From an optimization exercise on the open Yosys and OpenROAD flow, aimed at small area, a short achievable clock period and few clock cycles per item; shortcuts taken in it are not production practice. RTL that was checked went through simulation tests only; none was proved equivalent to the original. Power and IR drop assume default switching activity. No driver is modelled on the clock port, so clocking that relies on it looks cheaper here than on a real chip.

Design arp_cache, start of the top module:
module arp_cache (
  input  logic        clk,
  input  logic        rst,
  input  logic        req_valid,
  output logic        req_stall,
  input  logic        req_mode,
  input  logic [31:0] req_ip,
  input  logic [47:0] req_mac,
  output logic        rsp_valid,
  input  logic        rsp_stall,
  output logic        rsp_hit,
  output logic [47:0] rsp_mac
);
Size: about 2900 cells after synthesis, about 1400 flip-flops, roughly 140 I/O pins.
Settings: LEC_CHECK=0, CAP_MARGIN=20, CORE_MARGIN=2, CORE_UTILIZATION=70, CTS_CLUSTER_DIAMETER=100, CTS_CLUSTER_SIZE=30, GPL_ROUTABILITY_DRIVEN=0, SETUP_SLACK_MARGIN=2.6, SLEW_MARGIN=20, TNS_END_PERCENT=20; clock period 5.0 ns.
standard.sh (not shown) runs the stock make flow with config.mk's settings and CLKGATE_MAP_FILE= SYNTH_SCRIPT=/design/flow/synth_recipe.tcl, a recipe that flattens the netlist after the stock synthesis.
==> flow/flow/run.sh <==
#!/bin/bash
# layout flow: the standard flow, with buf_2 cells as the port buffers and no dummy clock loads
export BUFFER_PORTS_ARGS="-buffer_cell sky130_fd_sc_hd__buf_2"
export CTS_ARGS="-sink_clustering_enable -repair_clock_nets -sink_clustering_size 30 -sink_clustering_max_diameter 100 -dont_use_dummy_load"
bash standard.sh > standard.log 2>&1
The starting point produced a clean layout.
Testbench counts at the start, summed over its fixed seeds: cycles 18,012, items 18,000.
Rerun with:
GPL_ROUTABILITY_DRIVEN = default   (was 0)
TNS_END_PERCENT = default   (was 20)
Outcome: Core utilization went up by 1.0 points; setup slack is better by 37 ps; sequential cell count stays the same; synthesized area stays the same; sequential share of layout area shrinks by 0.95 points; clock-buffer cell count is unchanged; total power hardly moves; routed wire length came out higher by 2.8%; combinational power grows by 3.4%; via count rises by 0.58%; sequential power is about the same.
Rerun with:
--- a/flow/flow/run.sh
+++ b/flow/flow/run.sh
@@ -4 +4 @@
-export CTS_ARGS="-sink_clustering_enable -repair_clock_nets -sink_clustering_size 30 -sink_clustering_max_diameter 100 -dont_use_dummy_load"
+export CTS_ARGS="-sink_clustering_enable -repair_clock_nets -sink_clustering_size 20 -sink_clustering_max_diameter 60 -dont_use_dummy_load"
CTS_CLUSTER_DIAMETER = default   (was 100)
CTS_CLUSTER_SIZE = default   (was 30)
TNS_END_PERCENT = 20   (was default)
Effect:
- hold slack gets better by 25 ps
- global-route usage falls by 0.25 points
- design area rises by 1.2%
- sequential share of layout area falls by 0.86 points
- register-to-register slack gets worse by 80 ps
- core utilization rises by 0.93 points
- wire length is about the same
- via count rises by 0.46%
- total power rises by 7.2%
Rerun with:
--- a/flow/flow/run.sh
+++ b/flow/flow/run.sh
@@ -4 +4 @@
-export CTS_ARGS="-sink_clustering_enable -repair_clock_nets -sink_clustering_size 20 -sink_clustering_max_diameter 60 -dont_use_dummy_load"
+export CTS_ARGS="-sink_clustering_enable -repair_clock_nets -sink_clustering_size 30 -sink_clustering_max_diameter 100 -dont_use_dummy_load"
CAP_MARGIN = 10   (was 20)
CTS_CLUSTER_DIAMETER = 100   (was default)
CTS_CLUSTER_SIZE = 30   (was default)
SLEW_MARGIN = 10   (was 20)
The new run finished clean.
Global-route usage grows by 0.26 points.
Via count goes down by about 0.9%.
Cell area came out lower by about 1.7%.
Sequential cell count stays the same.
Die area does not change.
Final cell count falls by 0.86%.
Combinational power drops by about 1%.
Total power drops by about 7%.
Wire length fell by about 1.8%.
Register-to-register slack is better by 70 ps.
Rerun with:
CAP_MARGIN = 20   (was 10)
SETUP_SLACK_MARGIN = 2.65   (was 2.6)
SLEW_MARGIN = 20   (was 10)
Effect: The new run produced a clean layout. Wire length is higher by 2.1%. Fmax shrinks by 2.2%. Total power hardly moves. Register-to-register slack gets worse by 70 ps. Cell area came out higher by 0.65%. Setup slack is worse by 57 ps. Non-clock buffer count goes up by 20. Clock-buffer cell count does not change. Worst hold slack stays flat. Sequential power is about the same. Utilization rose by 0.50 points.

---

The RTL this note starts from:
==> flow/design.v <==
package arp_pkg;
  localparam int IP_W  = 32;
  localparam int MAC_W = 48;
  typedef struct packed {
    logic             mode;
    logic [IP_W-1:0]  ip_addr;
    logic [MAC_W-1:0] mac_in;
  } in_t;
  typedef struct packed {
    logic             hit;
    logic [MAC_W-1:0] mac_out;
  } out_t;
  localparam logic MODE_LOOKUP = 1'b0;
  localparam logic MODE_ADD    = 1'b1;
endpackage
module arp_cell (
  input  logic                      clk,
  input  logic                      wr_en,
  input  logic [arp_pkg::IP_W-1:0]  wr_ip,
  input  logic [arp_pkg::MAC_W-1:0] wr_mac,
  input  logic [arp_pkg::IP_W-1:0]  key,
  output logic                      match,
  output logic [arp_pkg::MAC_W-1:0] mac
);
  logic [arp_pkg::IP_W-1:0] ip;
  always_ff @(posedge clk) begin
    if (wr_en) begin
      ip  <= wr_ip;
      mac <= wr_mac;
    end
  end
  assign match = (ip == key);
endmodule
module arp_cache_table #(
  parameter int ENTRIES = 16
) (
  input  logic clk,
  input  logic rst,
  input  logic req_valid,
  output logic req_stall,
  input  arp_pkg::in_t  req,
  output logic rsp_valid,
  input  logic rsp_stall,
  output arp_pkg::out_t rsp
);
  localparam int IDX_W = (ENTRIES > 1) ? $clog2(ENTRIES) : 1;
  logic hold;
  logic accept;
  assign accept    = req_valid && !hold;
  assign req_stall = hold;
  logic                      v0;
  logic                      add0;
  logic [arp_pkg::IP_W-1:0]  ip0;
  logic [arp_pkg::MAC_W-1:0] mac0;
  logic [ENTRIES-1:0]        hit0;
  logic [ENTRIES-1:0]                      valid;
  logic [ENTRIES-1:0]                      match;
  logic [ENTRIES-1:0]                      wr_en;
  logic [ENTRIES-1:0][arp_pkg::MAC_W-1:0]  slot_mac;
  for (genvar i = 0; i < ENTRIES; i++) begin : g_slot
    arp_cell u_cell (
      .clk    (clk),
      .wr_en  (wr_en[i]),
      .wr_ip  (ip0),
      .wr_mac (mac0),
      .key    (req.ip_addr),
      .match  (match[i]),
      .mac    (slot_mac[i])
    );
  end
  logic               eq_prev;
  logic [ENTRIES-1:0] hit_in;
  assign eq_prev = (req.ip_addr == ip0);
  always_comb begin
    for (int i = 0; i < ENTRIES; i++) begin
      if (wr_en[i]) hit_in[i] = eq_prev;
      else          hit_in[i] = valid[i] && match[i];
    end
  end
  always_ff @(posedge clk) begin
    if (rst) begin
      v0 <= 1'b0;
    end else if (!hold) begin
      v0 <= accept;
    end
  end
  always_ff @(posedge clk) begin
    if (!hold) begin
      add0 <= req.mode;
      ip0  <= req.ip_addr;
      mac0 <= req.mac_in;
      hit0 <= hit_in;
    end
  end
  logic [IDX_W-1:0]   rep;         
  logic [ENTRIES-1:0] rep_oh;
  logic [ENTRIES-1:0] first_empty;
  logic [ENTRIES-1:0] alloc;
  logic               any_hit;
  logic               full;
  logic               do_add;
  logic               adv;
  assign full = valid[ENTRIES-1];    
  always_comb begin
    for (int i = 0; i < ENTRIES; i++) begin
      first_empty[i] = !valid[i] && ((i == 0) ? 1'b1 : valid[(i == 0) ? 0 : i-1]);
      rep_oh[i]      = (rep == IDX_W'(i));
    end
    any_hit = |hit0;
    alloc   = full ? rep_oh : first_empty;
    do_add  = !hold && v0 && add0;
    wr_en   = {ENTRIES{do_add}} & (hit0 | (any_hit ? '0 : alloc));
  end
  assign adv = do_add && !any_hit;
  always_ff @(posedge clk) begin
    if (rst) begin
      valid <= '0;
      rep   <= IDX_W'(1);
    end else if (adv) begin
      if (full) rep <= IDX_W'(rep + 1'b1);
      else      valid <= valid | first_empty;
    end
  end
  logic [arp_pkg::MAC_W-1:0] rd_mac;
  logic                      push;
  always_comb begin
    rd_mac = '0;
    for (int i = 0; i < ENTRIES; i++) begin
      rd_mac = rd_mac | (slot_mac[i] & {arp_pkg::MAC_W{hit0[i]}});
    end
  end
  assign push = !hold && v0 && !add0;
  logic                      sv;
  logic                      s_hit;
  logic [arp_pkg::MAC_W-1:0] s_mac;
  logic                      pop;
  logic                      rv_next;
  logic                      sv_next;
  assign pop  = rsp_valid && !rsp_stall;
  assign hold = sv;
  always_comb begin
    if (!rsp_valid || pop) begin
      rv_next = sv || push;
      sv_next = 1'b0;
    end else begin
      rv_next = 1'b1;
      sv_next = sv || push;
    end
  end
  always_ff @(posedge clk) begin
    if (rst) begin
      rsp_valid <= 1'b0;
      sv        <= 1'b0;
    end else begin
      rsp_valid <= rv_next;
      sv        <= sv_next;
    end
  end
  always_ff @(posedge clk) begin
    if (!rsp_valid || pop) begin
      if (sv) begin
        rsp.hit     <= s_hit;
        rsp.mac_out <= s_mac;
      end else if (push) begin
        rsp.hit     <= any_hit;
        rsp.mac_out <= rd_mac;
      end
    end
    if (push && rsp_valid && !pop) begin
      s_hit <= any_hit;
      s_mac <= rd_mac;
    end
  end
endmodule
module arp_cache (
  input  logic        clk,
  input  logic        rst,
  input  logic        req_valid,
  output logic        req_stall,
  input  logic        req_mode,
  input  logic [31:0] req_ip,
  input  logic [47:0] req_mac,
  output logic        rsp_valid,
  input  logic        rsp_stall,
  output logic        rsp_hit,
  output logic [47:0] rsp_mac
);
  arp_pkg::in_t  req;
  arp_pkg::out_t rsp;
  assign req.mode    = req_mode;
  assign req.ip_addr = req_ip;
  assign req.mac_in  = req_mac;
  assign rsp_hit     = rsp.hit;
  assign rsp_mac     = rsp.mac_out;
  arp_cache_table #(.ENTRIES(16)) u_table (
    .clk(clk), .rst(rst), .req_valid(req_valid), .req_stall(req_stall), .req(req),
    .rsp_valid(rsp_valid), .rsp_stall(rsp_stall), .rsp(rsp)
  );
endmodule
Settings: LEC_CHECK=0, CAP_MARGIN=20, CORE_MARGIN=2, CORE_UTILIZATION=60, CTS_CLUSTER_DIAMETER=100, CTS_CLUSTER_SIZE=30, SETUP_SLACK_MARGIN=2.6, SLEW_MARGIN=20; clock period 5.0 ns.
run.sh (not shown) runs the stock make flow with config.mk's settings and CLKGATE_MAP_FILE= SYNTH_SCRIPT=/design/flow/synth_recipe.tcl, a recipe that flattens the netlist after the stock synthesis.
Stock flow here: none of the scripts above is used.
The starting point finished with timing, DRC and antenna clean.
==> next run, changes <==
- CORE_UTILIZATION: 60 -> 40
- CTS_CLUSTER_DIAMETER: 100 -> default
- CTS_CLUSTER_SIZE: 30 -> default
- routed wire length rose by roughly a tenth
- first-iteration DRC count rose by about a fifth
- non-clock buffer count rose by 96
- design area rose by roughly a tenth
- area after synthesis does not change
Function was not checked in any run of this note: the RTL went through the layout flow alone.

## separate check: timing with driven ports
Ports are ideal in the flow. The routed layouts listed here were re-timed in OpenROAD.
Step 1 (the two cells are an assumption about what drives the block):
set clk [get_ports {clk}]
set_driving_cell -lib_cell sky130_fd_sc_hd__clkbuf_16 $clk
set_driving_cell -lib_cell sky130_fd_sc_hd__buf_2 [delete_from_list [all_inputs] $clk]
Step 2 adds t to the input delays and takes it off the output delays; t is the mean of the earliest and latest rising clock arrival at the registers after step 1. Input paths then give back, and output paths get back, about the clock's delay inside the block.
a / b / c = ideal / step 1 / step 2; a / b = the first two.
| run | t, ns | slack for setup (ns) | worst slew at a driven data input, ns |
|---|---|---|---|
| the first run of note 1 | 0.714 | 2.499 / 2.504 / 1.815 | 0.06 |
| the second run of note 1 | 0.723 | 2.536 / 2.544 / 1.861 | 0.08 |
| the third run of note 1 | 0.714 | 2.460 / 2.460 / 1.807 | 0.09 |
| the fourth run of note 1 | 0.720 | 2.521 / 2.478 / 1.802 | 0.08 |
| the fifth run of note 1 | 0.718 | 2.464 / 2.464 / 1.816 | 0.08 |
| the first run of note 2 | 0.790 | 2.547 / 2.512 / 1.823 | 0.05 |
| the second run of note 2 | 0.844 | 2.416 / 2.416 / 1.767 | 0.07 |
After both steps every run listed still meets setup and hold. For the first run of note 2, which loses most, drivers alone change the setup slack by -0.035 ns; drivers and shift together by -0.724 ns.
